This is an optimization exercise on Yosys and OpenROAD, whose aim is small area, a short achievable clock period and few clock cycles per item, not a production implementation.
Only simulation tests tie the RTL to the original design; equivalence was not proved.

==> job 1755 <==
## stick_deadzone_conditioner_top
module stick_deadzone_conditioner_top (
  input  logic        clk_i,
  input  logic        rst_ni,
  input  logic        start_i,
  output logic        busy_o,
  input  logic [15:0] raw_x_i,
  input  logic [15:0] raw_y_i,
  output logic        done_o,
  output logic [15:0] out_x_o,
  output logic [15:0] out_y_o,
  input  logic        cfg_we_i,
  input  logic [1:0]  cfg_idx_i,
  input  logic [14:0] cfg_wdata_i
);
  logic [1:0]  mode_q;
  logic [14:0] scale_q;
  logic [14:0] zone_q;
  always_ff @(posedge clk_i or negedge rst_ni) begin
    if (!rst_ni) begin
      mode_q  <= 2'd0;
      scale_q <= 15'd32767;
      zone_q  <= 15'd0;
    end else if (cfg_we_i) begin
      case (cfg_idx_i)
        2'd0: mode_q  <= cfg_wdata_i[1:0];
        2'd1: scale_q <= cfg_wdata_i;
        2'd2: zone_q  <= cfg_wdata_i;
        default: ;
      endcase
    end
  end
  assign busy_o = 1'b0;
  logic        is2;
  logic [14:0] zeff;
  logic [15:0] dd_q;
  logic [14:0] zeff_q, deff_q;
  assign is2     = (mode_q == 2'd2);
  assign zeff    = (is2 || (mode_q == 2'd1)) ? zone_q : 15'd0;
  always_ff @(posedge clk_i) begin
    zeff_q <= zeff;
    dd_q   <= {1'b0, scale_q} - {1'b0, zeff};
    deff_q <= (dd_q[15] || (dd_q == 16'd0)) ? 15'd1 : dd_q[14:0];
  end
  logic        we1_q, we2_q;
  logic [3:0]  r_sh;
  logic [30:0] r_q;
  always_ff @(posedge clk_i or negedge rst_ni) begin
    if (!rst_ni) begin
      we1_q <= 1'b0;
      we2_q <= 1'b0;
    end else begin
      we1_q <= cfg_we_i;
      we2_q <= we1_q;
    end
  end
  logic [14:0] ohs_q, zsh_q;
  logic [29:0] zshw;
  assign zshw = {15'd0, zeff_q} << r_sh;
  assign ohs_q = 15'd1 << r_sh;
  always_ff @(posedge clk_i) begin
    zsh_q <= zshw[14:0];
  end
  sdc_recip u_recip (
    .clk_i   (clk_i),
    .rst_ni  (rst_ni),
    .start_i (we2_q),
    .dd_i    (dd_q),
    .sh_o    (r_sh),
    .q_o     (r_q)
  );
  logic        v0_q, xs0_q, ys0_q;
  logic [14:0] u0x_q, u0y_q;
  always_ff @(posedge clk_i) begin
    v0_q <= start_i & rst_ni;
  end
  always_ff @(posedge clk_i) begin
    u0x_q <= raw_x_i[14:0] ^ {15{raw_x_i[15]}};
    u0y_q <= raw_y_i[14:0] ^ {15{raw_y_i[15]}};
    xs0_q <= raw_x_i[15];
    ys0_q <= raw_y_i[15];
  end
  ...
make LEC_CHECK=0 CAP_MARGIN=20 CORE_MARGIN=2 CORE_UTILIZATION=45 CTS_CLUSTER_DIAMETER=100 CTS_CLUSTER_SIZE=24 PLACE_DENSITY=0.5 SLEW_MARGIN=20 finish   # period 10.0 ns
run.sh (not shown) runs the stock make flow with config.mk's settings and CLKGATE_MAP_FILE= SYNTH_SCRIPT=/design/flow/synth_recipe.tcl, a recipe that flattens the netlist after the stock synthesis.
==> inputs of job 9119, as changes to job 1755 <==
CTS_CLUSTER_DIAMETER = 120   (was 100)
CTS_CLUSTER_SIZE = 30   (was 24)
PLACE_DENSITY = 0.6   (was 0.5)
==> results.txt <==
| item | job 1755 | job 9119 |
|---|---|---|
| Result of the run | no timing/DRC/antenna violations | no timing/DRC/antenna violations |
| Share of cells above drive strength 1 | 6.56% | 5.96% |
| R2r startpoint | u_front.f_pya_s19[2] | u_div.b_dv_s1[0] |
| Worst path bufs/invs | 1 | 2 |
| Critical Path Start | u_front.f_pya_s19[2] | u_div.b_dv_s1[0] |
| Total routing usage reported by global routing | 20.5% | 19.2% |
| Via count of the first global-routing pass | 83397 | 84491 |
| Sum of routed wire segments on met1 | 136 mm | 123 mm |
| Area of combinational cells with multiple inputs | 64000 um^2 | 64000 um^2 |
| Via density per instance | 5.14 | 5.21 |
| Hold EP | u_front.f_ay_s14[0] | u_div.b_loy_s5[7] |
| Area after DPL | 139000 um^2 | 139000 um^2 |
Testbench counts of job 1755, summed over its fixed seeds: cycles 17,336, items 16,384.
Testbench counts of job 9119, summed over its fixed seeds: cycles 17,336, items 16,384.

## separate check: timing with driven ports
How much do the figures lean on ideal ports? The routed layouts below were timed once more, with nothing changed but the port constraints. Step 1: set_driving_cell puts a clkbuf_16 on clk_i and a buf_2 on each other input, an assumption about the parent block. Step 2 adds t to the input delays and takes it off the output delays; t is the mean of the earliest and latest rising clock arrival at the registers after step 1. Input paths then give back, and output paths get back, about the clock's delay inside the block. Slacks: ideal ports / drivers / drivers and shift; pairs: ideal ports / drivers.
run	t, ns	setup WS [ns]	worst hold slack (ns)	worst setup path after step 2	worst register clock-pin slew, ns
job 1755	0.979	5.907 / 5.907 / 5.907	0.293 / 0.293 / 0.293	register to register	0.10 / 0.10
job 9119	0.906	5.968 / 5.968 / 5.968	0.276 / 0.276 / 0.276	register to register	0.12 / 0.12
After both steps setup and hold are still met in every run listed.
